This design comes from an exercise in tuning for small area, a short achievable clock period and few clock cycles per item on the open sky130 flow, not from production work. In this exercise RTL edits were held to simulation tests only and were not proved equivalent to the original.

Setup of run B:
==> flow/design.v <==
package ldpc_pkg;
    localparam int Z     = 4;
    localparam int BR    = 2;
    localparam int BC    = 4;
    localparam int N_VAR = BC * Z;
    localparam int N_CHK = BR * Z;
    localparam int N_EDGE = N_CHK * BC;    
    localparam int LLR_W   = 5;
    localparam int MSG_MAX = 15;
    localparam int SUM_W   = 8;
    localparam int CIDX_W  = $clog2(BC);
    localparam logic [2*BR*BC-1:0] SHIFT = 16'b01_11_00_10_11_10_01_00;
    function automatic int shift_of(int row, int col);
        shift_of = 0;
        shift_of[1:0] = SHIFT[(row * BC + col) * 2 +: 2];
    endfunction
    localparam int MAX_ITER = 8;
    localparam int ITER_W   = 4;
    localparam int IN_CREDITS  = 2;
    localparam int OUT_CREDITS = 2;
    localparam int Q_PTR_W     = $clog2(IN_CREDITS);
    localparam int Q_CNT_W     = $clog2(IN_CREDITS + 1);
    localparam int OCR_W       = $clog2(OUT_CREDITS + 1);
    function automatic int var_of(int chk, int col);
        var_of = col * Z + ((chk % Z) + shift_of(chk / Z, col)) % Z;
    endfunction
    function automatic int edge_of(int vidx, int row);
        int col;
        int t;
        col = vidx / Z;
        t = vidx % Z;
        edge_of = (row * Z + (t - shift_of(row, col) + Z) % Z) * BC + col;
    endfunction
endpackage
`timescale 1ns/1ps
module cnu (
    input  logic [3:0]  sgn_in,
    input  logic [15:0] mag_in,
    output logic [3:0] min1,
    output logic [3:0] min2,
    output logic [1:0] min_idx
);
    logic [3:0] m [4];
    logic bt [4][4];           
    logic [3:0] first, second;
    always_comb begin
        for (int i = 0; i < 4; i++) m[i] = mag_in[4*i +: 4];
        for (int i = 0; i < 4; i++)
            for (int j = i + 1; j < 4; j++) begin
                bt[i][j] = !(m[j] < m[i]);    
                bt[j][i] = !bt[i][j];
            end
        for (int i = 0; i < 4; i++) begin
            logic [2:0] w;
            int k;
            k = 0;
            w = '0;
            for (int j = 0; j < 4; j++)
                if (j != i) begin
                    w[k] = bt[i][j];
                    k++;
                end
            first[i]  = &w;
            second[i] = (w[0] & w[1] & ~w[2]) | (w[0] & ~w[1] & w[2]) | (~w[0] & w[1] & w[2]);
        end
        min1 = '0;
        min2 = '0;
        for (int i = 0; i < 4; i++) begin
            min1 = min1 | (m[i] & {4{first[i]}});
            min2 = min2 | (m[i] & {4{second[i]}});
        end
        min_idx = {first[2] | first[3], first[1] | first[3]};
    end
endmodule
`timescale 1ns/1ps
module cnu_bank (
    input  logic clk,
    input  logic clear,       
    input  logic [ldpc_pkg::N_EDGE-1:0]   v2c_sgn,    
    input  logic [ldpc_pkg::N_EDGE*4-1:0] v2c_mag,
    output logic [ldpc_pkg::N_EDGE-1:0]   c2v_sgn,    
    output logic [ldpc_pkg::N_EDGE*4-1:0] c2v_mag
);
    localparam int NC = ldpc_pkg::N_CHK;
    localparam int BC = ldpc_pkg::BC;
    logic [3:0] m1_q [NC];
    logic [3:0] m2_q [NC];
    logic [1:0] ix_q [NC];
    logic [BC-1:0] sg_q [NC];
    for (genvar c = 0; c < NC; c++) begin : g_chk
        logic [3:0] m1, m2;
        logic [1:0] ix;
        cnu u_cnu (
            .sgn_in  (v2c_sgn[c*BC +: BC]),
            .mag_in  (v2c_mag[c*BC*4 +: BC*4]),
            .min1    (m1),
            .min2    (m2),
            .min_idx (ix)
        );
        always_ff @(posedge clk) begin
            m1_q[c] <= clear ? 4'd0 : m1;
            m2_q[c] <= clear ? 4'd0 : m2;
            ix_q[c] <= ix;
            sg_q[c] <= {BC{^v2c_sgn[c*BC +: BC]}} ^ v2c_sgn[c*BC +: BC];    
        end
        for (genvar j = 0; j < BC; j++) begin : g_col
            assign c2v_mag[(c*BC+j)*4 +: 4] = (ix_q[c] == 2'(j)) ? m2_q[c] : m1_q[c];
            assign c2v_sgn[c*BC+j] = sg_q[c][j];
        end
    end
endmodule
`timescale 1ns/1ps
module vnu (
    input  logic signed [4:0] llr,
    input  logic       s0, input logic [3:0] m0,
    input  logic       s1, input logic [3:0] m1,
    output logic       vs0, output logic [3:0] vm0,
    output logic       vs1, output logic [3:0] vm1,
    output logic       dec
);
    function automatic logic [5:0] add5(logic [4:0] a, logic [4:0] b, logic cin);
        logic c;
        c = cin;
        for (int i = 0; i < 5; i++) begin
            add5[i] = a[i] ^ b[i] ^ c;
            c = (a[i] & b[i]) | (c & (a[i] ^ b[i]));
        end
        add5[5] = a[4] ^ b[4] ^ c;
    endfunction
    function automatic logic sgn65(logic [5:0] a, logic [4:0] b, logic cin);
        logic c;
        logic [5:0] bb;
        bb = {b[4], b};
        c = cin;
        for (int i = 0; i < 6; i++)
            c = (a[i] & bb[i]) | (c & (a[i] ^ bb[i]));
        sgn65 = a[5] ^ bb[5] ^ c;    
    endfunction
    function automatic logic [4:0] satmag(logic [5:0] e);
        logic n;
        logic [5:0] t;
        logic [3:0] inc;
        logic sat;
        n = e[5];
        t = e ^ {6{n}};
        inc = t[3:0] + 4'(n);
        sat = t[4] | (t[3:0] == 4'd15) | (n & (t[3:0] == 4'd14));
        satmag = {n, sat ? 4'd15 : inc};
    endfunction
    logic [4:0] b0, b1;
    logic [5:0] e0, e1;
    assign b0 = {s0, m0 ^ {4{s0}}};
    assign b1 = {s1, m1 ^ {4{s1}}};
    assign e0 = add5(llr, b1, s1);
    assign e1 = add5(llr, b0, s0);
    assign dec = sgn65(e0, b0, s0);
    assign {vs0, vm0} = satmag(e0);
    assign {vs1, vm1} = satmag(e1);
endmodule
`timescale 1ns/1ps
module vnu_bank (
    input  logic [ldpc_pkg::N_VAR*ldpc_pkg::LLR_W-1:0] chan_llr,
    input  logic [ldpc_pkg::N_EDGE-1:0]   c2v_sgn,    
    input  logic [ldpc_pkg::N_EDGE*4-1:0] c2v_mag,
    output logic [ldpc_pkg::N_EDGE-1:0]   v2c_sgn,    
    output logic [ldpc_pkg::N_EDGE*4-1:0] v2c_mag,
    output logic [ldpc_pkg::N_VAR-1:0] dec
);
    for (genvar v = 0; v < ldpc_pkg::N_VAR; v++) begin : g_var
        localparam int E0 = ldpc_pkg::edge_of(v, 0);
        localparam int E1 = ldpc_pkg::edge_of(v, 1);
        vnu u_vnu (
            .llr (chan_llr[v*ldpc_pkg::LLR_W +: ldpc_pkg::LLR_W]),
            .s0  (c2v_sgn[E0]),
            .m0  (c2v_mag[E0*4 +: 4]),
            .s1  (c2v_sgn[E1]),
            .m1  (c2v_mag[E1*4 +: 4]),
            .vs0 (v2c_sgn[E0]),
            .vm0 (v2c_mag[E0*4 +: 4]),
            .vs1 (v2c_sgn[E1]),
            .vm1 (v2c_mag[E1*4 +: 4]),
            .dec (dec[v])
        );
    end
endmodule
`timescale 1ns/1ps
module syndrome_check (
    input  logic [ldpc_pkg::N_VAR-1:0] dec,
    output logic syn_zero
);
    logic [ldpc_pkg::N_CHK-1:0] parity;
    for (genvar c = 0; c < ldpc_pkg::N_CHK; c++) begin : g_chk
        logic [ldpc_pkg::BC-1:0] bits;
        for (genvar j = 0; j < ldpc_pkg::BC; j++) begin : g_col
            assign bits[j] = dec[ldpc_pkg::var_of(c, j)];
        end
        assign parity[c] = ^bits;
    end
    assign syn_zero = ~|parity;    
endmodule
`timescale 1ns/1ps
module ldpc_decoder (
    input  logic clk,
    input  logic rst,
    input  logic in_valid,
    input  logic [ldpc_pkg::N_VAR*ldpc_pkg::LLR_W-1:0] in_llr,
    output logic in_credit,
    output logic out_valid,
    output logic [ldpc_pkg::N_VAR-1:0] out_bits,
    output logic [ldpc_pkg::ITER_W-1:0] out_iters,
    output logic out_ok,
    input  logic out_credit
);
    localparam int FW = ldpc_pkg::N_VAR * ldpc_pkg::LLR_W;
    logic [FW-1:0] slot0, slot1;
    logic v0, v1;
    logic [ldpc_pkg::ITER_W-1:0] iter;
    logic full;                        
    logic [ldpc_pkg::OCR_W-1:0] out_cnt;
    logic [ldpc_pkg::N_EDGE-1:0]   v2c_sgn, c2v_sgn;
    logic [ldpc_pkg::N_EDGE*4-1:0] v2c_mag, c2v_mag;
    logic [ldpc_pkg::N_VAR-1:0] dec;
    logic syn_zero;
    logic done, pop, restart;
    assign done      = v0 && (syn_zero || iter[3]);    
    assign out_valid = full && (out_cnt != '0);
    assign pop       = done && (!full || out_valid);
    assign restart   = done || !v0;    
    always_ff @(posedge clk) begin
        if (pop || !v0)
            slot0 <= v1 ? slot1 : in_llr;
        if (in_valid)
            slot1 <= in_llr;
    end
    always_ff @(posedge clk or posedge rst) begin
        if (rst) begin
            v0        <= 1'b0;
            v1        <= 1'b0;
            iter      <= '0;
            full      <= 1'b0;
            out_cnt   <= ldpc_pkg::OCR_W'(ldpc_pkg::OUT_CREDITS);
            in_credit <= 1'b0;
        end else begin
            if (pop) begin
                v0 <= v1 || in_valid;
                v1 <= v1 && in_valid;
            end else begin
                v0 <= v0 || in_valid;
                v1 <= v1 || (v0 && in_valid);
            end
            iter      <= restart ? '0 : iter + 1'b1;
            in_credit <= pop;
            out_cnt   <= out_cnt - ldpc_pkg::OCR_W'(out_valid) + ldpc_pkg::OCR_W'(out_credit);
            if (pop)
                full <= 1'b1;
            else if (out_valid)
                full <= 1'b0;
        end
    end
    always_ff @(posedge clk) begin
        if (pop) begin
            out_bits  <= dec;
            out_iters <= iter;
            out_ok    <= syn_zero;
        end
    end
    cnu_bank u_cnu_bank (
        .clk     (clk),
        .clear   (restart),
        .v2c_sgn (v2c_sgn),
        .v2c_mag (v2c_mag),
        .c2v_sgn (c2v_sgn),
        .c2v_mag (c2v_mag)
    );
    vnu_bank u_vnu_bank (
        .chan_llr (slot0),
        .c2v_sgn  (c2v_sgn),
        .c2v_mag  (c2v_mag),
        .v2c_sgn  (v2c_sgn),
        .v2c_mag  (v2c_mag),
        .dec      (dec)
    );
    syndrome_check u_syndrome_check (
        .dec      (dec),
        .syn_zero (syn_zero)
    );
endmodule
clock: 14.0 ns
lec_check: 0
abc_area: 1
cap_margin: 0
core_margin: 2
core_utilization: 40
cts_buf_list: sky130_fd_sc_hd__clkbuf_8
cts_cluster_size: 30
slew_margin: 0
run.sh (not shown) runs the stock make flow with config.mk's settings and CLKGATE_MAP_FILE= SYNTH_SCRIPT=/design/flow/synth_recipe.tcl, a recipe that flattens the netlist after the stock synthesis.
Testbench counts of run B, summed over its fixed seeds: cycles 3,199, items 1,200.
#### Input delta (run C over run B)
- a change of CAP_MARGIN from 0 to 20
- a change of SLEW_MARGIN from 0 to 20
==> flow/flow/run.sh (new file) <==
#!/bin/bash
# Standard layout, with repair_timing asked to leave extra setup slack
# (timing-driven sizing/buffering of the iteration loop). The clock period
# and constraints are the standard flow's own; only the repair effort changes.
export SETUP_SLACK_MARGIN=9.5
bash standard.sh > standard.log 2>&1
==> flow/standard.sh (new file) <==
#!/bin/bash
# synth_recipe.tcl (not shown) runs the flow's synth.tcl, then flattens the netlist and writes it again
# the make line also repeats each setting of config.mk as NAME=value (left out here)
make -C /OpenROAD-flow-scripts/flow DESIGN_CONFIG=/design/flow/config.mk WORK_HOME=/design/flow/orfs CLKGATE_MAP_FILE= SYNTH_SCRIPT=/design/flow/synth_recipe.tcl "${@:-finish}"
removed: flow/run.sh
Notes after the runs:
- In the metrics for run C and run B, the one carrying the higher total non-filler cell area in the finished layout is run C.
- Run C vs run B — area growth from synthesis to final layout rose 39 points.

==> static timing again, ports no longer ideal <==
The results above use ideal ports. As a check the final layouts listed here were re-extracted and re-timed, cells and wires unchanged.
Step 1 assumes that a clkbuf_16 drives the clock port and a buf_2 every other input.
Step 2, shift: input delay + t, output delay - t, t = (earliest + latest rising clock arrival at the registers) / 2. This alone moves slack from input paths to output paths.
Slacks: ideal ports / drivers / drivers and shift; pairs: ideal ports / drivers.
run | t (ns) | setup WS [ns] | hold WS [ns] | worst register clock-pin slew, ns | pins driven straight from the clock port
run B | 0.711 | 8.011 / 8.011 / 8.011 | 0.465 / 0.465 / 0.465 | 0.07 / 0.07 | 1
run C | 0.758 | 9.034 / 9.034 / 9.034 | 0.456 / 0.456 / 0.456 | 0.07 / 0.07 | 1
After both steps setup and hold are still met in every run listed.
